What follows belongs to an exercise in optimizing a design on an open flow for small area, a short achievable clock period and few clock cycles; a production flow would make more cautious choices. Only simulation tests tie the RTL to the original design; equivalence was not proved. Power and IR drop assume default switching activity.

$ cat flow/design.v
package lpg_pkg;
    localparam int LEN_W   = 24;    
    localparam int HALF_W  = 23;    
    localparam int TRIG_W  = 16;    
    localparam int COORD_W = 32;    
    localparam int PNUM_W  = 6;     
    localparam int IDX_W   = 3;     
    localparam int FRAC_W  = 14;    
    localparam int POS_W   = COORD_W + 1 + FRAC_W;   
    localparam int PROD_W  = 40;    
    localparam int MAX_WAYPOINTS_DEF = 64;
    localparam logic [IDX_W-1:0] REG_X_LENGTH     = 3'd0;
    localparam logic [IDX_W-1:0] REG_Y_LENGTH     = 3'd1;
    localparam logic [IDX_W-1:0] REG_STRIPE_WIDTH = 3'd2;
    localparam logic [IDX_W-1:0] REG_COS_BEARING  = 3'd3;
    localparam logic [IDX_W-1:0] REG_SIN_BEARING  = 3'd4;
    localparam logic [LEN_W-1:0]         RST_X_LENGTH     = 24'd5120;
    localparam logic [LEN_W-1:0]         RST_Y_LENGTH     = 24'd5120;
    localparam logic [LEN_W-1:0]         RST_STRIPE_WIDTH = 24'd2560;
    localparam logic signed [TRIG_W-1:0] RST_COS_BEARING  = 16'sd16384;
    localparam logic signed [TRIG_W-1:0] RST_SIN_BEARING  = 16'sd0;
endpackage
module lpg_add #(
    parameter int W = 48
) (
    input  logic [W-1:0] i_a,
    input  logic [W-1:0] i_b,
    input  logic         i_cin,
    output logic [W-1:0] o_sum
);
    localparam int N = W + 1;
    localparam int L = (N <= 16) ? 4 : (N <= 32) ? 5 : (N <= 64) ? 6 : 7;
    logic [N-1:0]       a, b;
    logic [(L+1)*N-1:0] g, p;
    assign a = {i_a, i_cin};
    assign b = {i_b, i_cin};
    assign g[N-1:0] = a & b;
    assign p[N-1:0] = a ^ b;
    for (genvar l = 0; l < L; l++) begin : g_level
        for (genvar i = 0; i < N; i++) begin : g_bit
            if (((i >> l) & 1) == 1) begin : g_node
                localparam int J = ((i >> l) << l) - 1;
                assign g[(l+1)*N+i] = g[l*N+i] | (p[l*N+i] & g[l*N+J]);
                assign p[(l+1)*N+i] = p[l*N+i] & p[l*N+J];
            end else begin : g_pass
                assign g[(l+1)*N+i] = g[l*N+i];
                assign p[(l+1)*N+i] = p[l*N+i];
            end
        end
    end
    assign o_sum = p[N-1:1] ^ g[L*N+N-2:L*N];
endmodule
module lpg_datapath #(
    parameter bit IS_Y = 1'b0
) (
    input  logic                               i_clk,
    input  logic [5:0]                         n_sel,
    input  logic                               i_next_last,  
    input  logic                               i_far,       
    input  logic                               i_td,        
    input  logic                               n_far,       
    input  logic                               i_load_c,
    input  logic signed [lpg_pkg::COORD_W-1:0] i_center,
    input  logic [lpg_pkg::LEN_W-1:0]          i_h,
    input  logic [5:0]                         n_booth,     
    input  logic                               n_first,     
    input  logic [2:0]                         i_load_p,    
    output logic signed [lpg_pkg::COORD_W-1:0] o_point
);
    localparam int COORD_W = lpg_pkg::COORD_W;
    localparam int LEN_W   = lpg_pkg::LEN_W;
    localparam int FRAC_W  = lpg_pkg::FRAC_W;
    localparam int POS_W   = lpg_pkg::POS_W;
    localparam int PROD_W  = lpg_pkg::PROD_W;
    logic [POS_W-1:0]           r_s, r_cv;   
    logic signed [COORD_W-1:0]  r_c;
    logic signed [PROD_W-2:0]   r_sa, r_st;
    logic signed [PROD_W-1:0]   r_sw;
    always_ff @(posedge i_clk) begin
        if (i_load_c) begin
            r_c <= i_center;
        end
    end
    logic st_neg_go, sw_neg;
    assign st_neg_go = IS_Y ? 1'b0 : !i_td;
    assign sw_neg    = IS_Y ? 1'b1 : i_td;
    function automatic logic sa_neg(input logic far, input logic td);
        sa_neg = (IS_Y && td) ? far : !far;
    endfunction
    logic n_nb, n_nc;
    always_comb begin
        n_nb = 1'b0;
        n_nc = 1'b0;
        if (n_sel[0]) begin
            n_nb = n_booth[3];
            n_nc = n_booth[0];
        end else if (n_sel[5] || n_sel[4]) begin
            n_nb = st_neg_go;
            n_nc = sa_neg(1'b0, i_td);
        end else if (n_sel[3]) begin
            n_nb = sa_neg(!n_far, i_td);
        end
    end
    logic r_a_in, r_a_kept, r_a_x, r_a_x4, r_a_tr;
    logic r_b_st, r_b_sa2, r_b_h1, r_b_h2, r_b_tr;
    logic r_c_sa, r_c_h1, r_c_h2, r_c_tr;
    logic r_nb, r_nc, r_tr;
    always_ff @(posedge i_clk) begin
        r_a_in   <= n_sel[5];
        r_a_kept <= n_sel[4];
        r_a_x    <= n_sel[3];
        r_a_x4   <= n_sel[0] && !n_first;
        r_a_tr   <= n_sel[2];
        r_b_st   <= n_sel[5] || n_sel[4];
        r_b_sa2  <= n_sel[3];
        r_b_h1   <= n_sel[0] && n_booth[5];
        r_b_h2   <= n_sel[0] && n_booth[4];
        r_b_tr   <= n_sel[2];
        r_c_sa   <= n_sel[5] || n_sel[4];
        r_c_tr   <= n_sel[2];
        r_tr     <= n_sel[2];
        r_c_h1   <= n_sel[0] && n_booth[2];
        r_c_h2   <= n_sel[0] && n_booth[1];
        r_nb     <= n_nb;
        r_nc     <= n_nc;
    end
    function automatic logic [POS_W-1:0] sx39(input logic [PROD_W-2:0] v);
        sx39 = {{(POS_W-PROD_W+1){v[PROD_W-2]}}, v};
    endfunction
    function automatic logic [POS_W-1:0] rep(input logic b);
        rep = {POS_W{b}};
    endfunction
    logic [POS_W-1:0] c_in, c_kept, opa, opq, opb, opc, opb_s, opc_s;
    logic a_kept, a_x, b_st, b_sw, c_sa, nb, nc;
    always_comb begin
        a_kept = r_a_kept || (r_a_tr && i_next_last);
        a_x    = r_a_x || (r_a_tr && !i_next_last);
        b_st   = r_b_st || (r_b_tr && i_next_last);
        b_sw   = r_b_tr && !i_next_last;
        c_sa   = r_c_sa || (r_c_tr && i_next_last);
        nb     = r_tr ? (i_next_last ? !st_neg_go : sw_neg) : r_nb;
        nc     = r_tr ? (i_next_last && sa_neg(i_far, i_td)) : r_nc;
        c_in   = {i_center[COORD_W-1], i_center, 1'b1, {(FRAC_W-1){1'b0}}};
        c_kept = {r_c[COORD_W-1], r_c, 1'b1, {(FRAC_W-1){1'b0}}};
        opa = (rep(r_a_in) & c_in)
            | (rep(a_kept) & c_kept)
            | (rep(a_x) & r_s)
            | (rep(r_a_x4) & {r_s[POS_W-5:0], 4'b0});
        opq = (rep(a_x) & r_cv)
            | (rep(r_a_x4) & {r_cv[POS_W-5:0], 4'b0});
        opb = (rep(b_st) & sx39(r_st))
            | (rep(r_b_sa2) & {sx39(r_sa), 1'b0})
            | (rep(b_sw) & {{(POS_W-PROD_W){r_sw[PROD_W-1]}}, r_sw})
            | (rep(r_b_h1) & POS_W'({i_h, 2'b0}))
            | (rep(r_b_h2) & POS_W'({i_h, 3'b0}));
        opc = (rep(c_sa) & sx39(r_sa))
            | (rep(r_c_h1) & POS_W'(i_h))
            | (rep(r_c_h2) & POS_W'({i_h, 1'b0}));
        opb_s = opb ^ rep(nb);
        opc_s = opc ^ rep(nc);
    end
    logic [POS_W-1:0] s1, c1, s2, c2;
    always_comb begin
        s1 = opa ^ opq ^ opb_s;
        c1 = (opa & opq) | (opa & opb_s) | (opq & opb_s);
        s2 = s1 ^ {c1[POS_W-2:0], nb} ^ opc_s;
        c2 = (s1 & {c1[POS_W-2:0], nb}) | (s1 & opc_s) | ({c1[POS_W-2:0], nb} & opc_s);
    end
    always_ff @(posedge i_clk) begin
        r_s  <= s2;
        r_cv <= {c2[POS_W-2:0], nc};
    end
    logic [POS_W-1:0] sum;
    lpg_add #(.W(POS_W)) u_add (
        .i_a   (r_s),
        .i_b   (r_cv),
        .i_cin (1'b0),
        .o_sum (sum)
    );
    logic [COORD_W-1:0] r_pos;    
    always_ff @(posedge i_clk) begin
        r_pos <= (sum[POS_W-1] ^ sum[POS_W-2]) ? {sum[POS_W-1], {(COORD_W-1){!sum[POS_W-1]}}}
                                               : sum[POS_W-2:FRAC_W];
        if (i_load_p[0]) r_sa <= $signed(sum[PROD_W-2:0]);
        if (i_load_p[1]) r_st <= $signed(sum[PROD_W-2:0]);
        if (i_load_p[2]) r_sw <= $signed(sum[PROD_W-1:0]);
    end
    assign o_point = r_pos;
endmodule
module lawnmower_path_generator #(
    parameter int MAX_WAYPOINTS = lpg_pkg::MAX_WAYPOINTS_DEF
) (
    input  logic                               i_clk,
    input  logic                               i_rst_n,
    input  logic                               start,
    output logic                               busy,
    input  logic signed [lpg_pkg::COORD_W-1:0] i_center_x,
    input  logic signed [lpg_pkg::COORD_W-1:0] i_center_y,
    input  logic                               i_cfg_valid,
    output logic                               o_cfg_ready,
    input  logic [lpg_pkg::IDX_W-1:0]          i_cfg_index,
    input  logic [lpg_pkg::LEN_W-1:0]          i_cfg_data,
    output logic                               o_point_valid,
    output logic signed [lpg_pkg::COORD_W-1:0] o_point_x,
    output logic signed [lpg_pkg::COORD_W-1:0] o_point_y,
    output logic [lpg_pkg::PNUM_W-1:0]         o_point_number,
    output logic                               o_last_point,
    output logic                               o_overflow
);
    localparam int LEN_W   = lpg_pkg::LEN_W;
    localparam int TRIG_W  = lpg_pkg::TRIG_W;
    localparam int PNUM_W  = lpg_pkg::PNUM_W;
    localparam int REM_W   = LEN_W + 2;
    localparam logic [PNUM_W-1:0] LAST_PNUM = PNUM_W'(MAX_WAYPOINTS - 1);
    logic [LEN_W-1:0]         r_xlen, r_ylen, r_w;
    logic signed [TRIG_W-1:0] r_cos, r_sin;
    logic                     cfg_wr;
    logic                     restart;
    assign o_cfg_ready = 1'b1;
    assign cfg_wr      = i_cfg_valid && (i_cfg_index <= lpg_pkg::REG_SIN_BEARING);
    assign restart     = !i_rst_n || cfg_wr;
    logic [LEN_W-1:0]         n_xlen, n_ylen, n_w;
    logic signed [TRIG_W-1:0] n_cos, n_sin;
    logic                     r_td;      
    logic                     r_wz;      
    always_comb begin
        n_xlen = r_xlen;
        n_ylen = r_ylen;
        n_w    = r_w;
        n_cos  = r_cos;
        n_sin  = r_sin;
        if (!i_rst_n) begin
            n_xlen = lpg_pkg::RST_X_LENGTH;
            n_ylen = lpg_pkg::RST_Y_LENGTH;
            n_w    = lpg_pkg::RST_STRIPE_WIDTH;
            n_cos  = lpg_pkg::RST_COS_BEARING;
            n_sin  = lpg_pkg::RST_SIN_BEARING;
        end else if (i_cfg_valid) begin
            case (i_cfg_index)
                lpg_pkg::REG_X_LENGTH:     n_xlen = i_cfg_data;
                lpg_pkg::REG_Y_LENGTH:     n_ylen = i_cfg_data;
                lpg_pkg::REG_STRIPE_WIDTH: n_w    = i_cfg_data;
                lpg_pkg::REG_COS_BEARING:  n_cos  = $signed(i_cfg_data[TRIG_W-1:0]);
                lpg_pkg::REG_SIN_BEARING:  n_sin  = $signed(i_cfg_data[TRIG_W-1:0]);
                default: begin
                end
            endcase
        end
    end
    always_ff @(posedge i_clk) begin
        r_xlen <= n_xlen;
        r_ylen <= n_ylen;
        r_w    <= n_w;
        r_cos  <= n_cos;
        r_sin  <= n_sin;
    end
    logic             r_ovf;
    logic [LEN_W-1:0] weff;
    logic [LEN_W-1:0] span;
    assign weff = {r_w[LEN_W-1:1], r_w[0] | r_wz};
    assign span = r_td ? {r_ylen[LEN_W-1:1], 1'b0} : {r_xlen[LEN_W-1:1], 1'b0};
    logic       r_mrun;      
    logic       r_mprep;     
    logic       r_cdone;     
    logic [1:0] r_round;     
    logic [1:0] r_dig;       
    logic       c_act;       
    logic [2:0]       r_dload;
    logic [LEN_W-1:0] r_h;
    assign c_act = r_mrun && !r_mprep && !r_cdone;
    always_ff @(posedge i_clk) begin
        if (restart) begin
            r_mprep <= 1'b1;
            r_cdone <= 1'b0;
            r_round <= '0;
            r_dig   <= '0;
        end else if (r_mrun) begin
            r_mprep <= 1'b0;
            if (c_act) begin
                r_dig <= r_dig + 2'd1;
                if (r_dig == 2'd3) begin
                    r_round <= r_round + 2'd1;
                    if (r_round == 2'd2) begin
                        r_cdone <= 1'b1;
                    end
                end
            end
        end
    end
    always_ff @(posedge i_clk) begin
        if (r_mrun && r_mprep) begin
            r_td <= (r_xlen >= r_ylen);
            r_wz <= (r_w == '0);
        end
    end
    logic                     tx_is_cos;
    logic signed [TRIG_W-1:0] m_tx, m_ty;
    logic [5:0]               bth_x, bth_y;
    logic [LEN_W-1:0]         m_h;
    function automatic logic [4:0] window(input logic [TRIG_W-1:0] t, input logic [1:0] dig);
        case (dig)
            2'd0:    window = t[15:11];
            2'd1:    window = t[11:7];
            2'd2:    window = t[7:3];
            default: window = {t[3:0], 1'b0};
        endcase
    endfunction
    function automatic logic [5:0] booth(input logic [4:0] w);
        booth = {w[3] ^ w[2], (w[4] ^ w[3]) & !(w[3] ^ w[2]), w[4],
                 w[1] ^ w[0], (w[2] ^ w[1]) & !(w[1] ^ w[0]), w[2]};
    endfunction
    always_comb begin
        tx_is_cos = (r_round == 2'd0) ? r_td : !r_td;
        m_tx  = tx_is_cos ? r_cos : r_sin;
        m_ty  = tx_is_cos ? r_sin : r_cos;
        bth_x = booth(window(m_tx, r_dig));
        bth_y = booth(window(m_ty, r_dig));
        if (r_round[1]) begin
            m_h = weff;
        end else if (r_round[0] ^ r_td) begin
            m_h = {1'b0, r_xlen[LEN_W-1:1]};
        end else begin
            m_h = {1'b0, r_ylen[LEN_W-1:1]};
        end
    end
    always_ff @(posedge i_clk) begin
        r_h      <= m_h;
    end
    localparam logic [1:0] ST_IDLE = 2'd0;
    localparam logic [1:0] ST_WAIT = 2'd1;
    localparam logic [1:0] ST_RUN  = 2'd2;
    localparam logic [1:0] ST_DRAIN = 2'd3;    
    logic [1:0]        r_state, n_state;
    logic              r_busy, n_busy;
    logic              r_valid, n_valid;
    logic [PNUM_W-1:0] r_pnum, n_pnum;   
    logic              r_last, n_last;   
    logic              r_far, n_far;     
    logic              r_next_last, n_next_last;   
    logic              n_mrun;
    logic              n_dmac;
    logic [2:0]        n_dload;
    logic              idle, run, go;
    logic              last_next;
    assign idle = (r_state == ST_IDLE);
    assign run  = (r_state == ST_RUN);
    assign go   = !run && !r_mrun;
    logic [REM_W-1:0] r_acc;
    logic [REM_W-1:0] acc_sum;
    logic [REM_W-1:0] cmp_x, cmp_y;
    logic             cmp_ge;
    logic [REM_W:0]   cmp_sum;
    lpg_add #(.W(REM_W+1)) u_cmp (
        .i_a   ({1'b0, cmp_x}),
        .i_b   ({1'b0, ~cmp_y}),
        .i_cin (1'b1),
        .o_sum (cmp_sum)
    );
    assign cmp_ge = cmp_sum[REM_W];
    lpg_add #(.W(REM_W)) u_acc_add (
        .i_a   (r_acc),
        .i_b   (REM_W'(weff)),
        .i_cin (1'b0),
        .o_sum (acc_sum)
    );
    always_comb begin
        if (r_mrun) begin
            cmp_x = {2'b0, weff[18:0], 5'b0};
            cmp_y = r_acc;
        end else begin
            cmp_x = r_acc;
            cmp_y = REM_W'(span);
        end
    end
    always_ff @(posedge i_clk) begin
        if (go) begin
            r_acc <= REM_W'(weff);
        end else if (c_act && r_round == 2'd0 && r_dig == 2'd0) begin
            r_acc <= REM_W'(span);
        end else if ((c_act && r_round == 2'd0 && r_dig == 2'd1) || (run && r_pnum[0])) begin
            r_acc <= acc_sum;
        end
        if (c_act && r_round == 2'd0 && r_dig == 2'd2) begin
            r_ovf <= (weff[LEN_W-1:19] == '0) && !cmp_ge;
        end
    end
    always_comb begin
        n_dmac  = !restart && c_act;
        n_dload = (!restart && c_act && r_dig == 2'd3) ? (3'b001 << r_round) : 3'b000;
        n_mrun  = restart || (r_mrun && !r_dload[2]);
        n_state = r_state;
        n_busy  = r_busy;
        n_valid = r_valid;
        if (!i_rst_n) begin
            n_state = ST_IDLE;
            n_busy  = 1'b0;
            n_valid = 1'b0;
        end else begin
            case (r_state)
                ST_IDLE: if (start) begin
                    n_state = r_mrun ? ST_WAIT : ST_RUN;
                    n_busy  = 1'b1;
                    n_valid = !r_mrun;
                end
                ST_WAIT: if (!r_mrun) begin
                    n_state = ST_RUN;
                    n_valid = 1'b1;
                end
                ST_RUN: if (r_last) begin
                    n_state = ST_DRAIN;
                    n_valid = 1'b0;
                end
                default: begin
                    n_state = ST_IDLE;
                    n_busy  = 1'b0;
                end
            endcase
        end
        last_next = r_ovf ? (r_pnum == LAST_PNUM - PNUM_W'(1))
                          : (r_pnum[0] && r_next_last);
        n_pnum      = r_pnum;
        n_last      = r_last;
        n_far       = r_far;
        n_next_last = r_next_last;
        if (go) begin
            n_pnum = '0;
            n_last = 1'b0;
            n_far  = 1'b0;
        end else if (run) begin
            n_pnum = r_pnum + PNUM_W'(1);
            n_last = last_next;
            if (!r_pnum[0]) begin
                n_far       = !r_far;
                n_next_last = cmp_ge;
            end
        end
    end
    always_ff @(posedge i_clk) begin
        r_state     <= n_state;
        r_busy      <= n_busy;
        r_valid     <= n_valid;
        r_pnum      <= n_pnum;
        r_last      <= n_last;
        r_far       <= n_far;
        r_next_last <= n_next_last;
        r_mrun      <= n_mrun;
        r_dload     <= n_dload;
    end
    logic              r_show_valid, r_show_last;
    logic [PNUM_W-1:0] r_show_pnum;
    logic [2:0]        r_pload;
    always_ff @(posedge i_clk) begin
        r_show_valid <= r_valid && i_rst_n;
        r_show_last  <= r_last;
        r_show_pnum  <= r_pnum;
        r_pload      <= r_dload;
    end
    localparam int NSEL = 6;
    logic [NSEL-1:0] n_sel;
    logic            n_run, n_go;
    always_comb begin
        n_run = (n_state == ST_RUN);
        n_go  = !n_run && !n_mrun;
        n_sel[5] = n_go && (n_state == ST_IDLE);
        n_sel[4] = n_go && (n_state != ST_IDLE);
        n_sel[3] = n_run && !n_dmac && !n_pnum[0];
        n_sel[2] = n_run && !n_dmac && n_pnum[0];
        n_sel[1] = 1'b0;
        n_sel[0] = n_dmac;
    end
    lpg_datapath #(.IS_Y(1'b0)) u_dp_x (
        .i_clk       (i_clk),
        .n_sel       (n_sel),
        .i_td        (r_td),
        .n_far       (n_far),
        .i_far       (r_far),
        .i_next_last (r_next_last),
        .i_load_c    (idle),
        .i_center    (i_center_x),
        .i_h         (r_h),
        .n_booth     (bth_x),
        .n_first     (r_dig == 2'd0),
        .i_load_p    (r_pload),
        .o_point     (o_point_x)
    );
    lpg_datapath #(.IS_Y(1'b1)) u_dp_y (
        .i_clk       (i_clk),
        .n_sel       (n_sel),
        .i_td        (r_td),
        .n_far       (n_far),
        .i_far       (r_far),
        .i_next_last (r_next_last),
        .i_load_c    (idle),
        .i_center    (i_center_y),
        .i_h         (r_h),
        .n_booth     (bth_y),
        .n_first     (r_dig == 2'd0),
        .i_load_p    (r_pload),
        .o_point     (o_point_y)
    );
    assign busy           = r_busy;
    assign o_point_valid  = r_show_valid;
    assign o_point_number = r_show_pnum;
    assign o_last_point   = r_show_last;
    assign o_overflow     = r_ovf;
endmodule
$ cat flow/run.sh
#!/bin/bash
# synth_recipe.tcl (not shown) runs the flow's synth.tcl, then flattens the netlist and writes it again
# the make line also repeats each setting of config.mk as NAME=value (left out here)
make -C /OpenROAD-flow-scripts/flow DESIGN_CONFIG=/design/flow/config.mk WORK_HOME=/design/flow/orfs CLKGATE_MAP_FILE= SYNTH_SCRIPT=/design/flow/synth_recipe.tcl finish
$ cat flow/config.mk
export PLATFORM = sky130hd
export DESIGN_NAME = lawnmower_path_generator
export DESIGN_NICKNAME = lawnmower_path_generator
export VERILOG_FILES = /design/flow/design.v
export SDC_FILE = /design/flow/constraint.sdc
export NUM_CORES = 4
export LEC_CHECK = 0
export CAP_MARGIN = 20
export CORE_MARGIN = 2
export CORE_UTILIZATION = 40
export SETUP_SLACK_MARGIN = 4.75
export SLEW_MARGIN = 20
$ cat flow/constraint.sdc
create_clock -name core_clock -period 7.5 [get_ports {i_clk}]
set_input_delay 1.5000 -clock core_clock [delete_from_list [all_inputs] [get_ports {i_clk}]]
set_output_delay 1.5000 -clock core_clock [all_outputs]
set_load 0.01 [all_outputs]
==> summary.txt, run 1 <==
----------------------------------------------------
[Place]
  Last weighted congestion value of the routability-driven placer ... 0.879
  Placement-stage cell area ... 43700 sq um
  Post-DP HPWL ... 77900 um
  Worst setup slack after placement ... 3620 ps
  Number of port buffers ... 168

[Route]
  First-pass DRT Iterations ... 11
  Post-route antenna net violation count ... 0
  Total via count in the routed design ... 31100
  Average wire per standard cell ... 25.5 um
  Per-cell via count in the routed design ... 5.78
  Routed Wire Length ... 137000 um
  Wire length the detailed router placed on met1 ... 54800 um
  DR WL met2 ... 66100 um
  Met3 wirelength from detailed routing ... 9970 um
  DR iter-0 viols ... 3682
  DRC errors left ... 0
  DR top layer ... met5

[Clocking]
  Number of levels the H-tree was split into ... 3
  Clock network latency to the later pin of the worst-skew pair ... 670 ps
  Buffer type at the clock tree root ... sky130_fd_sc_hd__clkbuf_16
  # hold bufs at CTS ... 0
  Maximum root-to-sink buffer count ... 3
  TritonCTS clock tree ... yes
  Sinks on Clock Net ... 761
  Clock transition at path regs ... 60 ps
  Num CTS Buffers ... 87

[Global route]
  Vias in the first global route ... 30400
  Antenna violations before repair ... 2
  Global route overflow ... 0
  Largest net degree at the start of global routing ... 79
  Global-route wire length before repair ... 190000 um
  Global routing usage summed across all routing layers ... 24.2%

[Finish]
  Fraction of layout instances using a drive strength above 1 ... 29.8%
  Layout area overhead ... 33.0%
  # nets final ... 4480
  Design area ... 53600 sq um
  Antenna Diode Count ... 0

[Die]
  CORE AREA ... 100000 sq um
  Width of the die ... 321 um
  Initial Utilization ... 40.3%
  Top-level port count ... 170
  Std-Cell Rows ... 116
  Die ar. ... 103000 sq um
  Vertical die dimension ... 321 um

[Logic synthesis]
  Synth top area cells ... sky130_fd_sc_hd__edfxtp_1 24%, sky130_fd_sc_hd__dfxtp_1 22%, sky130_fd_sc_hd__fa_1 9.8%, sky130_fd_sc_hd__ha_1 5.5%, sky130_fd_sc_hd__nand2_1 4.6%
  Cell area after technology mapping ... 40300 sq um
  Sequential element share of the synthesized area ... 46.0%
  Post-Syn Area per Cell ... 11.0 sq um
  Async S/R FF share, synth ... 0%
  Most frequent cell after synthesis ... sky130_fd_sc_hd__nand2_1
  Top post-synthesis cells by count ... 490 x sky130_fd_sc_hd__nand2_1, 433 x sky130_fd_sc_hd__dfxtp_1, 328 x sky130_fd_sc_hd__edfxtp_1
  Mapped Nets ... 4146
  Cell variety after synth ... 80
  Warnings from Yosys ... 3
  Number of flip-flops and latches in the synthesized netlist ... 761
  Library cell with the largest summed area after synthesis ... sky130_fd_sc_hd__edfxtp_1
  Number of instances in the synthesized netlist ... 3675
  Share of Yosys cell area claimed by the top area cell type ... 24.5%
  Count of flip-flops with a built-in enable after synthesis ... 328
  Main synth FF type ... sky130_fd_sc_hd__dfxtp_1

[Hold path]
  Launch instance of the worst min-delay path ... r_dload[0]
  Hold crit path type ... reg2reg
  Worst hold path stage count ... 0

[Worst setup path]
  Critical path data required time ... 8050 ps
  Worst flop-to-flop path startpoint ... u_dp_y.r_cv[30]
  Worst path max stage delay ... 470 ps
  Arr. time, crit path ... 3810 ps
  Critical-path cell with the highest stage delay ... sky130_fd_sc_hd__dfxtp_1
  Worst Setup SP ... u_dp_y.r_cv[30]
  Kind of capture point of the worst setup path ... flip-flop
  Critical path, cell by cell ... ha_1, and2_1, a221o_1, o21bai_4, a221oi_4, o311ai_4, a21oi_4, buf_6, xnor2_4, clkbuf_16, maj3_2
  Kind of launch point of the worst setup path ... flip-flop
  Crit-path max FO ... 6
  Critical path class ... reg2reg
  Worst r2r path cells ... 11

[Power and ir drop]
  Relative contribution of sequential cells to total power ... 46.9%
  Pint ... 7.31 mW
  Static leakage ... 21.7 nW
  Net Sw Power ... 2.35 mW
  Relative contribution of the clock network to total power ... 45.6%
  Part of the power in combinational logic ... 7.5%
  Worst voltage drop across the vdd grid ... 0.000149 V
  Power density over the cells ... 180 nW/um^2
  Switching fraction of total power ... 24.3%

[STA]
  Crit path time final ... 3250 ps
  RSZ-0062 raised after global routing ... true
  Finish-stage setup viols ... 0
  Slew of the pin with the lowest slew margin ... 1190 ps
  Max Transition Viols Final ... 0
  Highest attainable clock frequency ... 0.307 GHz
  Worst slew slack as a fraction of its limit ... 20.7%
  Setup TNS ... 0 ps
  Worst Skew ... 38.4 ps
  Final period utilization ... 43.4%
  Number of hold violations in the final report ... 0
  Least setup slack across all paths after layout ... 4250 ps

[Run status]
  Result of the run ... no timing/DRC/antenna violations

[Run]
  Max-cap viol count ... 0

----------------------------------------------------
-- worst max-delay path: cells and delay by family, from the launching register on --
family	cells	cell delay [ps]
XOR/XNOR	1	160
AND/OR/NAND/NOR	1	190
AO/OA/AOI/OAI	5	1290
buffers and inverters	2	370
adder cells (fa/ha/maj)	2	660
flip-flops	1	470
-- state kept, by name (all words and copies together), names as in the netlist, 40 cells and up --
| register | count |
|---|---|
| u_dp_x.r_cv | 47 |
| u_dp_x.r_s | 47 |
| u_dp_y.r_cv | 47 |
| u_dp_y.r_s | 47 |
| u_dp_x.r_sw | 40 |
| u_dp_y.r_sw | 40 |
-- cell usage in the layout, fill, tap and decap left out, drive strengths merged, types with 130 or more instances in the layout --
cell type / instances
a222oi: 136
inv: 237
a21oi: 130
ha: 178
fa: 198
dfxtp: 433
nand2: 490
clkbuf: 135
nor2: 133
edfxtp: 328
xnor2: 160
buf: 267
-- kinds of logic (layout without fill, tap and decap cells) --
family	count (synthesis)	in the layout	synth area share, %
AOI/OAI and AO/OA	836	836	15.7
xor gates and xnor gates	270	273	5.91
adders and majority gates	422	422	16.6
buffers and inverters	453	848	4.34
DFF	761	761	46.0
muxes	83	83	2.38
other	1	1	0.00931
and+or+nand+nor	849	859	9.06
-- area by class of cell --
class	count	area, sq um
repair buffers	451	5390
clock buffers	107	2380
well taps	1298	1620
clock inverters	56	566
flip-flops and latches	761	18700
inverters	234	896
fillers	8326	46400
multi-input cells	2474	24000
-- final timing paths --
check,end,slack [ps]
setup / recovery,u_dp_y.r_pos[8],4250
hold / removal,r_pload[0],320
setup reg to reg,u_dp_y.r_pos[8],4250
hold reg to reg,r_pload[0],320
-- routing by layer --
| layer | GRT usage (%) | vias up |
|---|---|---|
| met1 | 31.4 | 15500 |
| li1 | - | 13900 |
| met2 | 41.2 | 1373 |
| met5 | 0 | - |
| met4 | 8.31 | 2 |
| met3 | 3.63 | 295 |
-- power groups by stage --
stage / clock (mW) / sequential, mW / combinational (mW)
finish: 4.41 / 4.53 / 0.728
global route: 4.65 / 4.54 / 0.789
CTS: 4.46 / 4.53 / 0.683
detailed placement: 0 / 4.62 / 0.606
global placement: 0 / 4.62 / 0.600
floorplan: 0 / 4.56 / 0.398
-- through the flow --
| step | utilization [%] | power [mW] | hold WS (ps) | std cells |
|---|---|---|---|---|
| 2_1_floorplan | - | 4.96 | 310 | 3675 |
| 3_3_place_gp | 43.7 | 5.22 | 311 | 4958 |
| 3_5_place_dp | 43.7 | 5.22 | 312 | 4958 |
| 4_1_cts | 49.7 | 9.67 | 324 | 5259 |
| 5_1_grt | 53.6 | 9.97 | 331 | 5381 |
| 6_report | 53.6 | 9.67 | 325 | 5381 |
-- what timing repair did --
| item | CTS | global route |
|---|---|---|
| buffers inserted | 111 | 87 |
| gates resized for setup | 570 | 554 |
| endpoints found under the setup margin | 544 | 417 |
| pin swaps | 157 | 333 |
| gates cloned | 27 | 35 |
Testbench counts, summed over its fixed seeds: cycles 30,311.
==> run 2: changes to the inputs <==
==> flow/flow/run.sh (new file) <==
#!/bin/bash
# The standard layout, with the port buffers made of the smallest buffer cell.
set -euo pipefail
export BUFFER_PORTS_ARGS="-buffer_cell sky130_fd_sc_hd__buf_1"

bash standard.sh > standard.log 2>&1
==> flow/standard.sh (new file) <==
#!/bin/bash
# synth_recipe.tcl (not shown) runs the flow's synth.tcl, then flattens the netlist and writes it again
# the make line also repeats each setting of config.mk as NAME=value (left out here)
make -C /OpenROAD-flow-scripts/flow DESIGN_CONFIG=/design/flow/config.mk WORK_HOME=/design/flow/orfs CLKGATE_MAP_FILE= SYNTH_SCRIPT=/design/flow/synth_recipe.tcl "${@:-finish}"
--- a/flow/config.mk
+++ b/flow/config.mk
@@ -8,5 +8,6 @@
 export CAP_MARGIN = 20
 export CORE_MARGIN = 2
 export CORE_UTILIZATION = 40
-export SETUP_SLACK_MARGIN = 4.75
+export SETUP_SLACK_MARGIN = 4.5
 export SLEW_MARGIN = 20
+export TNS_END_PERCENT = 20
removed: flow/run.sh
==> summary.txt, run 2 <==
----------------------------------------------------
[Logic synthesis]
  Cell variety after synth ... 80 (unchanged)
  Top post-synthesis cells by count ... 490 x sky130_fd_sc_hd__nand2_1, 433 x sky130_fd_sc_hd__dfxtp_1, 328 x sky130_fd_sc_hd__edfxtp_1
  Warnings from Yosys ... 3 (unchanged)
  Sequential element share of the synthesized area ... 46.0% (unchanged)
  Share of Yosys cell area claimed by the top area cell type ... 24.5% (unchanged)
  Post-Syn Area per Cell ... 11.0 sq um (unchanged)
  Number of instances in the synthesized netlist ... 3675 (unchanged)
  Async S/R FF share, synth ... 0% (unchanged)
  Cell area after technology mapping ... 40300 sq um (unchanged)
  Number of flip-flops and latches in the synthesized netlist ... 761 (unchanged)
  Main synth FF type ... sky130_fd_sc_hd__dfxtp_1
  Mapped Nets ... 4146 (unchanged)
  Library cell with the largest summed area after synthesis ... sky130_fd_sc_hd__edfxtp_1
  Count of flip-flops with a built-in enable after synthesis ... 328 (unchanged)
  Most frequent cell after synthesis ... sky130_fd_sc_hd__nand2_1
  Synth top area cells ... sky130_fd_sc_hd__edfxtp_1 24%, sky130_fd_sc_hd__dfxtp_1 22%, sky130_fd_sc_hd__fa_1 9.8%, sky130_fd_sc_hd__ha_1 5.5%, sky130_fd_sc_hd__nand2_1 4.6%

[Worst setup path]
  Critical path, cell by cell ... ha_1, a21oi_1, o21ai_1, a221oi_4, buf_4, o21bai_4, a221oi_4, buf_4, o311ai_4, a21oi_4, xnor2_4, clkbuf_16, maj3_2
  Critical path data required time ... 8030 ps (-20 ps)
  Worst path max stage delay ... 380 ps (-90 ps)
  Critical path class ... reg2reg
  Kind of launch point of the worst setup path ... flip-flop
  Worst flop-to-flop path startpoint ... u_dp_y.r_s[15]
  Crit-path max FO ... 7 (+1)
  Worst r2r path cells ... 13 (+2)
  Kind of capture point of the worst setup path ... flip-flop
  Worst reg2reg path endpoint ... u_dp_y.r_pos[20]
  Critical-path cell with the highest stage delay ... sky130_fd_sc_hd__a221oi_4
  Arr. time, crit path ... 3750 ps (-60 ps)
  Register-to-register setup slack ... 4280 ps (+30 ps)

[Power and ir drop]
  Pwr Total ... 9.50 mW (-1.8%)
  Power density over the cells ... 202 nW/um^2 (+12%)
  Worst voltage drop across the vdd grid ... 0.000176 V (+18%)
  Static leakage ... 18.7 nW (-14%)

[Hold path]
  Worst hold path stage count ... 0 (unchanged)
  Hold Path End ... r_pload[1]
  Hold crit path type ... reg2reg
  Launch instance of the worst min-delay path ... r_dload[1]

[Finish]
  Fraction of layout instances using a drive strength above 1 ... 14.5% (-15 points)
  Final Instance Count excl. Fillers ... 5199 (-3.4%)
  Total of fill cells in the finished design ... 9092 (+9.2%)
  Commonest cells after routing, fill and taps aside ... 484 x sky130_fd_sc_hd__nand2_1, 364 x sky130_fd_sc_hd__dfxtp_1, 328 x sky130_fd_sc_hd__edfxtp_1, 227 x sky130_fd_sc_hd__inv_1, 197 x sky130_fd_sc_hd__fa_1
  Layout area overhead ... 16.8%
  Most frequent standard cell in the layout excluding fill and tap cells ... sky130_fd_sc_hd__nand2_1
  # nets final ... 4296 (-4.1%)

[STA]
  Highest attainable clock frequency ... 0.311 GHz (+1.1%)
  Number of hold violations in the final report ... 0 (unchanged)
  Worst Skew ... 32.8 ps (-5.56 ps)
  Slew of the pin with the lowest slew margin ... 1160 ps (-24.9 ps)
  Crit path time final ... 3220 ps (-34.5 ps)
  Setup TNS ... 0 ps (unchanged)
  RSZ-0062 raised after global routing ... true
  Final period utilization ... 42.9% (-0.46 points)
  Finish-stage setup viols ... 0 (unchanged)
  Max Transition Viols Final ... 0 (unchanged)
  Worst slew slack as a fraction of its limit ... 22.3% (+1.7 points)

[Clocking]
  TritonCTS clock tree ... yes
  Sinks on Clock Net ... 761 (unchanged)
  Num CTS Buffers ... 87 (unchanged)
  Clock transition at path regs ... 60 ps (about the same)
  Clock network latency to the later pin of the worst-skew pair ... 670 ps (about the same)
  Number of levels the H-tree was split into ... 3 (unchanged)
  Buffer type at the clock tree root ... sky130_fd_sc_hd__clkbuf_16
  # hold bufs at CTS ... 0 (unchanged)
  Maximum root-to-sink buffer count ... 3 (unchanged)

[Global route]
  Antenna violations before repair ... 3 (+1)
  Largest net degree at the start of global routing ... 98 (+24%)
  Global routing usage summed across all routing layers ... 22.1% (-2.1 points)
  Global-route wire length before repair ... 176000 um (-7.5%)
  Global route overflow ... 0 (unchanged)
  Vias in the first global route ... 29000 (-4.6%)

[Place]
  Last weighted congestion value of the routability-driven placer ... 0.854 (-2.9%)
  Post-DP HPWL ... 76900 um (-1.2%)
  Post-placement cell count ... 4963 (+0.10%)
  Number of port buffers ... 168 (unchanged)

[Route]
  Average wire per standard cell ... 22.8 um (-11%)
  First-pass DRT Iterations ... 11 (unchanged)
  Total via count in the routed design ... 29200 (-5.9%)
  DR iter-0 viols ... 3050 (-17%)
  Routed Wire Length ... 118000 um (-14%)
  Post-route antenna net violation count ... 0 (unchanged)
  DRC errors left ... 0 (unchanged)
  Per-cell via count in the routed design ... 5.62 (-2.6%)

[Die]
  CORE AREA ... 100000 sq um (unchanged)
  Width of the die ... 321 um (unchanged)
  Std-Cell Rows ... 116 (unchanged)
  Vertical die dimension ... 321 um (unchanged)
  Die ar. ... 103000 sq um (unchanged)
  Initial Utilization ... 40.3% (unchanged)
  Top-level port count ... 170 (unchanged)

[Run]
  Max-cap viol count ... 0 (unchanged)

[Run status]
  Result of the run ... no timing/DRC/antenna violations

----------------------------------------------------
-- run 2: worst max path at each step --
stage                                from               end  cells after the start
after floorplan                      r_td       r_next_last                     14
after global placement      u_dp_y.r_a_tr    u_dp_y.r_s[41]                      8
after detailed placement    u_dp_y.r_a_tr    u_dp_y.r_s[39]                      8
after CTS                 u_dp_x.r_cv[18]  u_dp_x.r_pos[28]                     12
after global routing       u_dp_y.r_s[20]  u_dp_y.r_pos[20]                     13
final                      u_dp_y.r_s[15]  u_dp_y.r_pos[20]                     13
-- run 2: logic make-up after synthesis --
family	after synthesis	share of synthesized area [%]
AOI/OAI and AO/OA	836	15.7
xor gates and xnor gates	270	5.91
adders and majority gates	422	16.6
buffers and inverters	453	4.34
DFF	761	46.0
muxes	83	2.38
other	1	0.00931
and+or+nand+nor	849	9.06
-- run 2: routing by layer --
layer | global-route usage, % | wire [um] | vias up
met2 | 37.4 | 57500 | 1059
li1 | - | - | 13500
met1 | 29.0 | 49300 | 14500
met5 | 0 | 14 | -
met4 | 7.80 | 3820 | 4
met3 | 2.89 | 7650 | 180
-- run 2: what timing repair did --
action	4_1_cts	5_1_grt
setup endpoints to repair	385	284
cloned	6	10
pin swaps	12	76
buffers inserted	25	29
resized for setup	100	181
-- run 2: metrics by stage --
step | instance area (sq um) | hold WS, ps | utilization (%) | setup WS, ps
6_report | 47100 | 324 | 47.1 | 4280
5_1_grt | 47100 | 320 | 47.1 | 4200
4_1_cts | 45900 | 321 | 45.9 | 4290
3_5_place_dp | 42100 | 315 | 42.1 | 3570
3_3_place_gp | 42100 | 309 | 42.1 | 3700
2_1_floorplan | 40300 | 310 | - | 4460
-- run 2: cell type report --
class | count | area [sq um] | share of cell area, %
antenna | 1 | 2.50 | 0.00532
clock buffer | 122 | 2560 | 5.44
timing repair buffer | 277 | 1840 | 3.91
sequential | 761 | 18600 | 39.6
multi-input combinational | 2464 | 21100 | 44.9
inverter | 234 | 886 | 1.88
tap | 1298 | 1620 | 3.45
clock inverter | 42 | 385 | 0.819
-- run 2: report_power, final --
group / switching (mW) / internal [mW] / leakage (nW)
Sequential: 0.106 / 4.42 / 6.65
Clock: 1.80 / 2.54 / 1.44
Combinational: 0.372 / 0.258 / 10.6
Total: 2.28 / 7.22 / 18.7
-- run 2: critical path: cells and delay by family (launching register included) --
family	cells	cell delay [ps]
flip-flops	1	370
buffers and inverters	3	580
AO/OA/AOI/OAI	7	1400
XOR/XNOR	1	170
adder cells (fa/ha/maj)	2	540
==> run 3: changes to the inputs <==
==> flow/flow/run.sh (replaced) <==
#!/bin/bash
# The standard layout, with the port buffers made of the smallest buffer cell.
set -euo pipefail
export BUFFER_PORTS_ARGS="-buffer_cell sky130_fd_sc_hd__buf_1"
export SKIP_GATE_CLONING=1
bash standard.sh > standard.log 2>&1
--- a/flow/config.mk
+++ b/flow/config.mk
@@ -10,4 +10,3 @@
 export CORE_UTILIZATION = 40
 export SETUP_SLACK_MARGIN = 4.5
 export SLEW_MARGIN = 20
-export TNS_END_PERCENT = 20
==> summary.txt, run 3 <==
----------------------------------------------------
[Run status]
  Result of the run ... no timing/DRC/antenna violations

[Die]
  Die ar. ... 103000 sq um (unchanged)
  Initial Utilization ... 40.3% (unchanged)
  Width of the die ... 321 um (unchanged)
  Top-level port count ... 170 (unchanged)
  CORE AREA ... 100000 sq um (unchanged)
  Vertical die dimension ... 321 um (unchanged)
  Std-Cell Rows ... 116 (unchanged)

[Worst setup path]
  Register-to-register setup slack ... 4370 ps (+90 ps)
  Critical path class ... reg2reg
  Critical path data required time ... 8070 ps (+40 ps)
  Arr. time, crit path ... 3700 ps (-50 ps)
  Kind of launch point of the worst setup path ... flip-flop
  Crit-path max FO ... 6 (-1)
  Kind of capture point of the worst setup path ... flip-flop

[Logic synthesis]
  Mapped Nets ... 4146 (unchanged)
  Count of flip-flops with a built-in enable after synthesis ... 328 (unchanged)
  Number of flip-flops and latches in the synthesized netlist ... 761 (unchanged)
  Sequential element share of the synthesized area ... 46.0% (unchanged)
  Cell area after technology mapping ... 40300 sq um (unchanged)
  Cell variety after synth ... 80 (unchanged)
  Most frequent cell after synthesis ... sky130_fd_sc_hd__nand2_1
  Post-Syn Area per Cell ... 11.0 sq um (unchanged)
  Async S/R FF share, synth ... 0% (unchanged)
  Share of Yosys cell area claimed by the top area cell type ... 24.5% (unchanged)
  Post-synthesis share of cell area spent on xor and xnor gates ... 5.91% (unchanged)
  Mux cell area share after synthesis ... 2.38% (unchanged)
  Post-synthesis adder-cell area fraction ... 16.6% (unchanged)
  Top post-synthesis cells by count ... 490 x sky130_fd_sc_hd__nand2_1, 433 x sky130_fd_sc_hd__dfxtp_1, 328 x sky130_fd_sc_hd__edfxtp_1
  Number of instances in the synthesized netlist ... 3675 (unchanged)
  Warnings from Yosys ... 3 (unchanged)
  Synth top area cells ... sky130_fd_sc_hd__edfxtp_1 24%, sky130_fd_sc_hd__dfxtp_1 22%, sky130_fd_sc_hd__fa_1 9.8%, sky130_fd_sc_hd__ha_1 5.5%, sky130_fd_sc_hd__nand2_1 4.6%
  Compound-Gate Fraction of Synth Area ... 15.7% (unchanged)
  Dominant combinational cell family by area after synthesis ... adder cells
  Simple-gate share of the synthesized area ... 9.06% (unchanged)
  Main synth FF type ... sky130_fd_sc_hd__dfxtp_1
  Library cell with the largest summed area after synthesis ... sky130_fd_sc_hd__edfxtp_1

[Route]
  DRC errors left ... 0 (unchanged)
  Total via count in the routed design ... 29400 (+0.74%)
  Average wire per standard cell ... 22.7 um (-0.16%)
  Post-route antenna net violation count ... 0 (unchanged)
  DR iter-0 viols ... 3054 (+0.13%)
  First-pass DRT Iterations ... 9 (-2)
  Routed Wire Length ... 119000 um (+0.59%)
  Per-cell via count in the routed design ... 5.62 (about the same)

[Finish]
  Most frequent standard cell in the layout excluding fill and tap cells ... sky130_fd_sc_hd__nand2_1
  Fraction of layout instances using a drive strength above 1 ... 17.0% (+2.5 points)
  Layout area overhead ... 18.6%
  Design area ... 47800 sq um (+1.5%)
  Fraction of the core area covered by cells at the end of the flow ... 47.8% (+0.72 points)
  Commonest cells after routing, fill and taps aside ... 483 x sky130_fd_sc_hd__nand2_1, 342 x sky130_fd_sc_hd__dfxtp_1, 328 x sky130_fd_sc_hd__edfxtp_1, 227 x sky130_fd_sc_hd__inv_1, 197 x sky130_fd_sc_hd__fa_1
  Final Instance Count excl. Fillers ... 5238 (+0.75%)
  # nets final ... 4336 (+0.93%)

[Clocking]
  Num CTS Buffers ... 86 (-1.1%)
  TritonCTS clock tree ... yes
  Sinks on Clock Net ... 761 (unchanged)
  Number of levels the H-tree was split into ... 3 (unchanged)
  Maximum root-to-sink buffer count ... 3 (unchanged)
  Clock transition at path regs ... 60 ps (about the same)
  Clock network latency to the later pin of the worst-skew pair ... 680 ps (about the same)
  Buffer type at the clock tree root ... sky130_fd_sc_hd__clkbuf_16

[Power and ir drop]
  Worst voltage drop across the vdd grid ... 0.000148 V (-16%)
  Pwr Total ... 9.38 mW (-1.2%)
  Power density over the cells ... 196 nW/um^2 (-2.7%)
  Static leakage ... 18.9 nW (+1.2%)

[Place]
  Placement-stage cell area ... 42100 sq um (about the same)
  Last weighted congestion value of the routability-driven placer ... 0.867 (+1.5%)
  Number of port buffers ... 168 (unchanged)
  Post-DP HPWL ... 76400 um (-0.72%)
  Worst setup slack after placement ... 3380 ps (-183 ps)
  Post-placement cell count ... 4961 (-0.040%)

[STA]
  Highest attainable clock frequency ... 0.320 GHz (+2.9%)
  Number of hold violations in the final report ... 0 (unchanged)
  Least setup slack across all paths after layout ... 4370 ps (+91.0 ps)
  Worst slew slack as a fraction of its limit ... 22.4% (+0.046 points)
  Max Transition Viols Final ... 0 (unchanged)
  Setup TNS ... 0 ps (unchanged)
  Crit path time final ... 3130 ps (-91.0 ps)
  Finish-stage setup viols ... 0 (unchanged)
  Final period utilization ... 41.7% (-1.2 points)
  Worst Skew ... 44.5 ps (+11.7 ps)
  Slew of the pin with the lowest slew margin ... 1160 ps (-0.695 ps)
  Post-route worst hold slack ... 324 ps (+0.342 ps)
  RSZ-0062 raised after global routing ... true

[Global route]
  Global-route wire length before repair ... 179000 um (+1.6%)
  Global routing usage summed across all routing layers ... 22.5% (+0.42 points)
  Antenna violations before repair ... 3 (unchanged)
  Largest net degree at the start of global routing ... 85 (-13%)
  Global route overflow ... 0 (unchanged)
  Vias in the first global route ... 29400 (+1.4%)

[Hold path]
  Hold crit path type ... reg2reg

[Run]
  Max-cap viol count ... 0 (unchanged)

----------------------------------------------------
[run 3: layer usage]
| metal | wire [um] | vias up | GRT usage [%] |
|---|---|---|---|
| met2 | 58400 | 995 | 38.1 |
| met3 | 7030 | 184 | 3.43 |
| met4 | 3770 | 2 | 8.45 |
| met5 | 11 | - | 0 |
| met1 | 49800 | 14700 | 29.0 |
| li1 | - | 13600 | - |
[run 3: power breakdown]
group	total, mW	leakage (nW)	internal, mW	switching (mW)
clock	4.19	1.34	2.40	1.79
sequential	4.52	6.66	4.41	0.107
combinational	0.668	10.9	0.281	0.386
[run 3: worst max-delay path: stages, from the launching register on]
cell	delay [ps]
sky130_fd_sc_hd__dfxtp_4	360
sky130_fd_sc_hd__ha_4	260
sky130_fd_sc_hd__o211ai_1	90
sky130_fd_sc_hd__o211ai_1	230
sky130_fd_sc_hd__or3b_4	450
sky130_fd_sc_hd__nand2_4	100
sky130_fd_sc_hd__a41oi_4	210
sky130_fd_sc_hd__o31ai_4	330
sky130_fd_sc_hd__a21oi_2	100
sky130_fd_sc_hd__xor2_2	170
sky130_fd_sc_hd__buf_12	170
sky130_fd_sc_hd__buf_12	130
sky130_fd_sc_hd__buf_12	140
sky130_fd_sc_hd__maj3_2	280
[run 3: cell type report]
| type | instances | area, sq um |
|---|---|---|
| Fill cell | 9058 | 52200 |
| Multi-Input combinational cell | 2461 | 21500 |
| Sequential cell | 761 | 18700 |
| Clock buffer | 128 | 2430 |
| Timing Repair Buffer | 321 | 2280 |
| Tap cell | 1298 | 1620 |
| Inverter | 234 | 886 |
| Clock inverter | 34 | 357 |
| Antenna cell | 1 | 2.50 |
[run 3: worst paths after layout]
path                               startpoint                to  cells past startpoint
worst max-delay path            u_dp_x.r_s[2]  u_dp_x.r_pos[11]                     13
worst min-delay path               r_dload[1]        r_pload[1]                      0
worst max register to register  u_dp_x.r_s[2]  u_dp_x.r_pos[11]                     13
worst min register to register     r_dload[1]        r_pload[1]                      0
[run 3: kinds of logic (layout without fill, tap and decap cells)]
group,Yosys count,count (layout)
other,1,2
multiplexers,83,83
flip-flops,761,761
AO/OA/AOI/OAI,836,836
AND/OR/NAND/NOR,849,849
buffers and inverters,453,717
adder cells (fa/ha/maj),422,422
XOR/XNOR,270,270
[run 3: timing repair]
action / CTS / global route
gates resized for setup: 207 / 183
endpoints found under the hold margin: 0 / 0
hold buffers: 0 / 0
pin swaps: 43 / 70
setup buffers: 85 / 29
setup endpoints to repair: 391 / 147
==> run 4: changes to the inputs <==
==> flow/flow/run.sh (replaced) <==
#!/bin/bash
# The standard layout, with the port buffers made of the smallest buffer cell.
set -euo pipefail
export BUFFER_PORTS_ARGS="-buffer_cell sky130_fd_sc_hd__buf_1"
bash standard.sh > standard.log 2>&1
--- a/flow/config.mk
+++ b/flow/config.mk
@@ -8,5 +8,6 @@
 export CAP_MARGIN = 20
 export CORE_MARGIN = 2
 export CORE_UTILIZATION = 40
+export PLACE_DENSITY = 0.75
 export SETUP_SLACK_MARGIN = 4.5
 export SLEW_MARGIN = 20
==> summary.txt, run 4 <==
----------------------------------------------------
[Logic synthesis]
  Sequential element share of the synthesized area ... 46.0% (unchanged)
  Mapped Nets ... 4146 (unchanged)
  Simple-gate share of the synthesized area ... 9.06% (unchanged)
  Library cell with the largest summed area after synthesis ... sky130_fd_sc_hd__edfxtp_1
  Async S/R FF share, synth ... 0% (unchanged)
  Post-synthesis share of cell area spent on xor and xnor gates ... 5.91% (unchanged)
  Top post-synthesis cells by count ... 490 x sky130_fd_sc_hd__nand2_1, 433 x sky130_fd_sc_hd__dfxtp_1, 328 x sky130_fd_sc_hd__edfxtp_1
  Cell area after technology mapping ... 40300 sq um (unchanged)
  Compound-Gate Fraction of Synth Area ... 15.7% (unchanged)
  Count of flip-flops with a built-in enable after synthesis ... 328 (unchanged)
  Dominant combinational cell family by area after synthesis ... adder cells
  Synth top area cells ... sky130_fd_sc_hd__edfxtp_1 24%, sky130_fd_sc_hd__dfxtp_1 22%, sky130_fd_sc_hd__fa_1 9.8%, sky130_fd_sc_hd__ha_1 5.5%, sky130_fd_sc_hd__nand2_1 4.6%
  Number of flip-flops and latches in the synthesized netlist ... 761 (unchanged)
  Mux cell area share after synthesis ... 2.38% (unchanged)
  Share of Yosys cell area claimed by the top area cell type ... 24.5% (unchanged)
  Most frequent cell after synthesis ... sky130_fd_sc_hd__nand2_1
  Main synth FF type ... sky130_fd_sc_hd__dfxtp_1
  Post-synthesis adder-cell area fraction ... 16.6% (unchanged)
  Number of instances in the synthesized netlist ... 3675 (unchanged)
  Warnings from Yosys ... 3 (unchanged)
  Post-Syn Area per Cell ... 11.0 sq um (unchanged)
  Cell variety after synth ... 80 (unchanged)

[Clocking]
  Maximum root-to-sink buffer count ... 3 (unchanged)
  Clock network latency to the later pin of the worst-skew pair ... 650 ps (-30 ps)
  Clock transition at path regs ... 70 ps (about the same)
  Sinks on Clock Net ... 761 (unchanged)
  Number of levels the H-tree was split into ... 3 (unchanged)
  # hold bufs at CTS ... 0 (unchanged)
  Buffer type at the clock tree root ... sky130_fd_sc_hd__clkbuf_16
  Num CTS Buffers ... 82 (-4.7%)
  TritonCTS clock tree ... yes

[Die]
  Initial Utilization ... 40.3% (unchanged)
  Top-level port count ... 170 (unchanged)
  CORE AREA ... 100000 sq um (unchanged)
  Die ar. ... 103000 sq um (unchanged)
  Vertical die dimension ... 321 um (unchanged)
  Width of the die ... 321 um (unchanged)
  Std-Cell Rows ... 116 (unchanged)

[Finish]
  Most frequent standard cell in the layout excluding fill and tap cells ... sky130_fd_sc_hd__nand2_1
  Design area ... 47100 sq um (-1.4%)
  Layout area overhead ... 17.0%
  Total of fill cells in the finished design ... 8778 (-3.1%)
  Fraction of layout instances using a drive strength above 1 ... 14.8% (-2.2 points)
  Final Instance Count excl. Fillers ... 5193 (-0.86%)
  # nets final ... 4297 (-0.90%)
  Fraction of the core area covered by cells at the end of the flow ... 47.1% (-0.65 points)
  Commonest cells after routing, fill and taps aside ... 483 x sky130_fd_sc_hd__nand2_1, 377 x sky130_fd_sc_hd__dfxtp_1, 328 x sky130_fd_sc_hd__edfxtp_1, 227 x sky130_fd_sc_hd__inv_1, 196 x sky130_fd_sc_hd__fa_1

[Place]
  Last weighted congestion value of the routability-driven placer ... 0.900 (+3.9%)
  Placement-stage cell area ... 42100 sq um (about the same)
  Worst setup slack after placement ... 3560 ps (+176 ps)
  Post-DP HPWL ... 75500 um (-1.1%)
  Post-placement cell count ... 4960 (-0.020%)
  Number of port buffers ... 168 (unchanged)

[Worst setup path]
  Critical path data required time ... 8030 ps (-40 ps)
  Crit-path max FO ... 25 (+19)
  Critical path class ... reg2reg
  Kind of launch point of the worst setup path ... flip-flop
  Arr. time, crit path ... 3690 ps (about the same)
  Kind of capture point of the worst setup path ... flip-flop

[Global route]
  Global route overflow ... 0 (unchanged)
  Antenna violations before repair ... 8 (+5)
  Vias in the first global route ... 29700 (+1.1%)
  Global routing usage summed across all routing layers ... 21.5% (-1.0 points)
  Global-route wire length before repair ... 174000 um (-3.0%)
  Largest net degree at the start of global routing ... 81 (-4.7%)

[STA]
  Final period utilization ... 42.1% (+0.34 points)
  Least setup slack across all paths after layout ... 4350 ps (-25.3 ps)
  Crit path time final ... 3150 ps (+25.3 ps)
  Max Transition Viols Final ... 0 (unchanged)
  Number of hold violations in the final report ... 0 (unchanged)
  Setup TNS ... 0 ps (unchanged)
  Post-route worst hold slack ... 326 ps (+2.10 ps)
  Finish-stage setup viols ... 0 (unchanged)
  Worst slew slack as a fraction of its limit ... 22.1% (-0.23 points)
  Slew of the pin with the lowest slew margin ... 1170 ps (+3.52 ps)
  RSZ-0062 raised after global routing ... true
  Highest attainable clock frequency ... 0.317 GHz (-0.80%)
  Worst Skew ... 34.0 ps (-10.5 ps)

[Run status]
  Result of the run ... no timing/DRC/antenna violations

[Route]
  Total via count in the routed design ... 30400 (+3.3%)
  First-pass DRT Iterations ... 13 (+4)
  Average wire per standard cell ... 22.4 um (-1.3%)
  Per-cell via count in the routed design ... 5.86 (+4.2%)
  DRC errors left ... 0 (unchanged)
  DR iter-0 viols ... 4209 (+38%)
  Routed Wire Length ... 116000 um (-2.1%)
  Post-route antenna net violation count ... 0 (unchanged)

[Run]
  Max-cap viol count ... 0 (unchanged)

[Power and ir drop]
  Static leakage ... 18.7 nW (-1.0%)
  Worst voltage drop across the vdd grid ... 0.000162 V (+9.9%)
  Power density over the cells ... 196 nW/um^2 (-0.23%)
  Pwr Total ... 9.23 mW (-1.6%)

[Hold path]
  Hold crit path type ... reg2reg

----------------------------------------------------
==> run 4: cell count changes in the layout (fill, tap and decap cells not counted), sizes merged <==
cell	delta
clkinv	-7
nand2b	+2
clkbuf	+12
buf	-48
nor2	+1
bufbuf	+2
bufinv	-2
clkinvlp	-5
==> run 4: cell type report <==
cell class | instances | area, sq um | share of cell area (%)
clock inverter | 20 | 255 | 0.542
sequential | 761 | 18600 | 39.5
tap | 1298 | 1620 | 3.45
multi-input combinational | 2464 | 21300 | 45.2
timing repair buffer | 283 | 1980 | 4.20
antenna | 1 | 2.50 | 0.00531
inverter | 234 | 891 | 1.89
clock buffer | 132 | 2450 | 5.20
==> run 4: final timing paths <==
| path | start | end | slack, ps | cells after the start |
|---|---|---|---|---|
| setup reg to reg | u_dp_x.r_cv[2] | u_dp_x.r_pos[0] | 4350 | 11 |
| setup / recovery | u_dp_x.r_cv[2] | u_dp_x.r_pos[0] | 4350 | 11 |
| hold reg to reg | r_dload[1] | r_pload[1] | 330 | 0 |
| hold / removal | r_dload[1] | r_pload[1] | 330 | 0 |
==> run 4: metal layers <==
layer	vias up	wire length, um	GRT usage, %
met5	-	33	0
met4	6	3910	6.87
met3	254	11400	4.24
met2	1634	55500	35.7
met1	15000	45600	28.1
li1	13500	-	-
==> run 4: cell families (layout without fill, tap and decap cells) <==
group | count (synthesis) | count (layout)
muxes | 83 | 83
xor gates and xnor gates | 270 | 270
adders and majority gates | 422 | 422
DFF | 761 | 761
AOI/OAI and AO/OA | 836 | 836
and+or+nand+nor | 849 | 852
buffers and inverters | 453 | 669
other | 1 | 2
==> run 4: worst max-delay path, stage by stage, from the launching register on <==
cell and delay [ps]:
sky130_fd_sc_hd__dfxtp_2 350, sky130_fd_sc_hd__ha_4 290, sky130_fd_sc_hd__o211ai_1 130, sky130_fd_sc_hd__o211ai_1 300
sky130_fd_sc_hd__or3b_4 450, sky130_fd_sc_hd__nand2_4 110, sky130_fd_sc_hd__a41oi_4 220, sky130_fd_sc_hd__o31ai_4 340
sky130_fd_sc_hd__a21oi_2 120, sky130_fd_sc_hd__xor2_2 170, sky130_fd_sc_hd__buf_12 190, sky130_fd_sc_hd__maj3_1 340
==> run 4: power by group <==
group | internal [mW] | switching, mW | total (mW)
registers | 4.42 | 0.108 | 4.53
logic | 0.266 | 0.382 | 0.649
clock network | 2.33 | 1.73 | 4.06
total | 7.02 | 2.22 | 9.23
==> run 4: what timing repair did <==
action,4_1_cts,5_1_grt
endpoints found under the setup margin,363,251
cloned,7,7
pin swaps,45,70
buffers inserted,39,27
gates resized for setup,156,153
==> run 5: changes to the inputs <==
--- a/flow/config.mk
+++ b/flow/config.mk
@@ -8,6 +8,5 @@
 export CAP_MARGIN = 20
 export CORE_MARGIN = 2
 export CORE_UTILIZATION = 40
-export PLACE_DENSITY = 0.75
 export SETUP_SLACK_MARGIN = 4.5
 export SLEW_MARGIN = 20
==> summary.txt, run 5 <==
----------------------------------------------------
[Run status]
  Result of the run ... no timing/DRC/antenna violations

[Worst setup path]
  Worst r2r path cells ... 13 (+2)
  Kind of launch point of the worst setup path ... flip-flop
  Worst path max stage delay ... 460 ps (about the same)
  Crit-path max FO ... 7 (-72%)
  Kind of capture point of the worst setup path ... flip-flop
  Critical path, cell by cell ... ha_4, nand4_1, inv_1, a221o_1, o2bb2ai_2, a41oi_4, o31ai_4, buf_4, nor2_4, nor2b_4, buf_12, clkbuf_16, maj3_1
  Worst flop-to-flop path startpoint ... u_dp_x.r_cv[22]
  Critical path data required time ... 8060 ps (+30 ps)
  Arr. time, crit path ... 3660 ps (-30 ps)
  Critical path class ... reg2reg
  Worst reg2reg path endpoint ... u_dp_x.r_pos[2]
  Register-to-register setup slack ... 4400 ps (+50 ps)
  Critical-path cell with the highest stage delay ... sky130_fd_sc_hd__dfxtp_1

[Die]
  Vertical die dimension ... 321 um (unchanged)
  Width of the die ... 321 um (unchanged)
  Top-level port count ... 170 (unchanged)
  Std-Cell Rows ... 116 (unchanged)
  Initial Utilization ... 40.3% (unchanged)
  CORE AREA ... 100000 sq um (unchanged)
  Die ar. ... 103000 sq um (unchanged)

[Logic synthesis]
  Cell area after technology mapping ... 40300 sq um (unchanged)
  Warnings from Yosys ... 3 (unchanged)
  Synth top area cells ... sky130_fd_sc_hd__edfxtp_1 24%, sky130_fd_sc_hd__dfxtp_1 22%, sky130_fd_sc_hd__fa_1 9.8%, sky130_fd_sc_hd__ha_1 5.5%, sky130_fd_sc_hd__nand2_1 4.6%
  Library cell with the largest summed area after synthesis ... sky130_fd_sc_hd__edfxtp_1
  Simple-gate share of the synthesized area ... 9.06% (unchanged)
  Number of instances in the synthesized netlist ... 3675 (unchanged)
  Post-synthesis share of cell area spent on xor and xnor gates ... 5.91% (unchanged)
  Number of flip-flops and latches in the synthesized netlist ... 761 (unchanged)
  Mux cell area share after synthesis ... 2.38% (unchanged)
  Sequential element share of the synthesized area ... 46.0% (unchanged)
  Async S/R FF share, synth ... 0% (unchanged)
  Main synth FF type ... sky130_fd_sc_hd__dfxtp_1
  Post-Syn Area per Cell ... 11.0 sq um (unchanged)
  Post-synthesis adder-cell area fraction ... 16.6% (unchanged)
  Top post-synthesis cells by count ... 490 x sky130_fd_sc_hd__nand2_1, 433 x sky130_fd_sc_hd__dfxtp_1, 328 x sky130_fd_sc_hd__edfxtp_1
  Cell variety after synth ... 80 (unchanged)
  Most frequent cell after synthesis ... sky130_fd_sc_hd__nand2_1
  Share of Yosys cell area claimed by the top area cell type ... 24.5% (unchanged)
  Compound-Gate Fraction of Synth Area ... 15.7% (unchanged)
  Mapped Nets ... 4146 (unchanged)
  Dominant combinational cell family by area after synthesis ... adder cells
  Count of flip-flops with a built-in enable after synthesis ... 328 (unchanged)

[Finish]
  Commonest cells after routing, fill and taps aside ... 483 x sky130_fd_sc_hd__nand2_1, 353 x sky130_fd_sc_hd__dfxtp_1, 328 x sky130_fd_sc_hd__edfxtp_1, 227 x sky130_fd_sc_hd__inv_1, 196 x sky130_fd_sc_hd__fa_1
  Final Instance Count excl. Fillers ... 5233 (+0.77%)
  Fraction of layout instances using a drive strength above 1 ... 16.6% (+1.9 points)
  Total of fill cells in the finished design ... 9071 (+3.3%)
  Fraction of the core area covered by cells at the end of the flow ... 47.7% (+0.58 points)
  Layout area overhead ... 18.5%
  # nets final ... 4330 (+0.77%)
  Most frequent standard cell in the layout excluding fill and tap cells ... sky130_fd_sc_hd__nand2_1

[Route]
  Total via count in the routed design ... 29600 (-2.8%)
  DR iter-0 viols ... 3096 (-26%)
  Average wire per standard cell ... 22.8 um (+1.7%)
  DR top layer ... met5
  Post-route antenna net violation count ... 0 (unchanged)
  DRC errors left ... 0 (unchanged)
  DR WL met2 ... 57700 um (+3.9%)
  Per-cell via count in the routed design ... 5.65 (-3.6%)
  First-pass DRT Iterations ... 9 (-4)
  Routed Wire Length ... 119000 um (+2.5%)
  Wire length the detailed router placed on met1 ... 49500 um (+8.6%)
  Met3 wirelength from detailed routing ... 7820 um (-32%)

[Global route]
  Vias in the first global route ... 29300 (-1.3%)
  Global-route wire length before repair ... 179000 um (+3.1%)
  Global routing usage summed across all routing layers ... 22.5% (+1.0 points)
  Largest net degree at the start of global routing ... 85 (+4.9%)
  Antenna violations before repair ... 3 (-5)
  Global route overflow ... 0 (unchanged)

[Hold path]
  Worst hold path stage count ... 0 (unchanged)
  Hold crit path type ... reg2reg
  Hold Path End ... r_pload[1]
  Launch instance of the worst min-delay path ... r_dload[1]

[Place]
  Post-placement cell count ... 4961 (+0.020%)
  Last weighted congestion value of the routability-driven placer ... 0.867 (-3.7%)
  Number of port buffers ... 168 (unchanged)
  Post-DP HPWL ... 76400 um (+1.1%)

[Clocking]
  TritonCTS clock tree ... yes
  Sinks on Clock Net ... 761 (unchanged)
  # hold bufs at CTS ... 0 (unchanged)
  Maximum root-to-sink buffer count ... 3 (unchanged)
  Number of levels the H-tree was split into ... 3 (unchanged)
  Clock network latency to the later pin of the worst-skew pair ... 680 ps (+30 ps)
  Buffer type at the clock tree root ... sky130_fd_sc_hd__clkbuf_16
  Num CTS Buffers ... 86 (+4.9%)
  Clock transition at path regs ... 60 ps (about the same)

[STA]
  Worst Skew ... 39.1 ps (+5.10 ps)
  Highest attainable clock frequency ... 0.322 GHz (+1.6%)
  Number of hold violations in the final report ... 0 (unchanged)
  RSZ-0062 raised after global routing ... true
  Setup TNS ... 0 ps (unchanged)
  Slew of the pin with the lowest slew margin ... 1210 ps (+46.2 ps)
  Finish-stage setup viols ... 0 (unchanged)
  Max Transition Viols Final ... 0 (unchanged)
  Final period utilization ... 41.4% (-0.68 points)
  Worst slew slack as a fraction of its limit ... 19.1% (-3.1 points)
  Crit path time final ... 3100 ps (-51.1 ps)

[Run]
  Max-cap viol count ... 0 (unchanged)

[Power and ir drop]
  Part of the power in combinational logic ... 7.1% (about the same)
  Relative contribution of sequential cells to total power ... 48.2% (-0.8 points)
  Worst voltage drop across the vdd grid ... 0.000148 V (-8.6%)
  Pint ... 7.10 mW (+1.2%)
  Static leakage ... 19.0 nW (+1.4%)
  Power density over the cells ... 197 nW/um^2 (+0.35%)
  Net Sw Power ... 2.28 mW (+2.9%)
  Switching fraction of total power ... 24.3% (+0.32 points)
  Relative contribution of the clock network to total power ... 44.7% (+0.7 points)

----------------------------------------------------
==> run 5: cell types whose count changed in the layout (fill, tap and decap cells not counted), moves of 9 or more <==
cell | previous run | this run
sky130_fd_sc_hd__a221oi_1 | 36 | 53
sky130_fd_sc_hd__a221oi_2 | 23 | 6
sky130_fd_sc_hd__buf_4 | 75 | 101
sky130_fd_sc_hd__dfxtp_1 | 377 | 353
sky130_fd_sc_hd__dfxtp_2 | 46 | 61
sky130_fd_sc_hd__dfxtp_4 | 10 | 19
sky130_fd_sc_hd__ha_1 | 140 | 128
sky130_fd_sc_hd__ha_4 | 29 | 43
sky130_fd_sc_hd__maj3_1 | 11 | 1
sky130_fd_sc_hd__maj3_2 | 35 | 45
==> run 5: kinds of logic after synthesis <==
logic type | count (synthesis)
xor gates and xnor gates | 270
DFF | 761
AOI/OAI and AO/OA | 836
other | 1
muxes | 83
buffers and inverters | 453
and+or+nand+nor | 849
adders and majority gates | 422
==> run 5: worst max-delay path by stage <==
stage | startpoint | to | slack (ps) | cells after the start
CTS | u_dp_y.r_s[28] | u_dp_y.r_pos[9] | 4400 | 13
global placement | u_dp_y.r_a_tr | u_dp_y.r_s[39] | 3440 | 9
floorplan | r_td | r_next_last | 4460 | 14
finish | u_dp_x.r_cv[22] | u_dp_x.r_pos[2] | 4400 | 13
detailed placement | u_dp_y.r_a_tr | u_dp_y.r_s[40] | 3380 | 9
global route | r_wz | r_acc[22] | 4260 | 13
==> run 5: power by group through the flow <==
stage	Sequential, mW	Clock (mW)	Combinational [mW]
after floorplan	4.56	0	0.391
after global placement	4.61	0	0.547
after detailed placement	4.61	0	0.554
after CTS	4.52	4.28	0.636
after global routing	4.53	4.45	0.730
final	4.52	4.19	0.668
==> run 5: through the flow <==
stage	worst slack [ps]	instance area, sq um	hold slack (ps)	power, mW
2_1_floorplan	4460	40300	310	4.95
3_3_place_gp	3440	42100	309	5.15
3_5_place_dp	3380	42100	314	5.16
4_1_cts	4400	46800	326	9.44
5_1_grt	4260	47700	334	9.71
6_report	4400	47700	324	9.38
==> run 5: critical path: cells and delay by family (launching register included) <==
kind / cells / cell delay [ps]
simple gates: 3 / 340
fa+ha+maj: 2 / 610
flops: 1 / 460
compound gates: 4 / 1030
buf+inv: 4 / 520
==> run 5: layout make-up <==
type / count / area, sq um / share of cell area [%]
multi-input cells: 2465 / 21500 / 45.1
flip-flops and latches: 761 / 18700 / 39.1
clock buffers: 128 / 2430 / 5.10
repair buffers: 311 / 2230 / 4.68
well taps: 1298 / 1620 / 3.40
inverters: 234 / 886 / 1.86
clock inverters: 34 / 357 / 0.748
diodes: 2 / 5.00 / 0.0105
==> run 5: routing by layer <==
| layer | vias to the layer above | GRT usage (%) |
|---|---|---|
| met3 | 213 | 3.68 |
| met4 | 2 | 8.84 |
| li1 | 13600 | - |
| met1 | 14700 | 29.0 |
| met5 | - | 0 |
| met2 | 1052 | 37.7 |
==> run 5: timing repair <==
item	4_1_cts	5_1_grt
pin swaps	53	57
gates resized for setup	232	132
cloned	11	6
endpoints found under the hold margin	0	0
buffers inserted	66	25
endpoints found under the setup margin	391	211

Check on run 5: ideal ports give 4.396 ns setup slack; a clkbuf_16 on the clock port and buf_2 on the inputs give 4.396 ns; moving port delays by the midpoint clock arrival (0.726 ns) as well gives 3.925 ns.
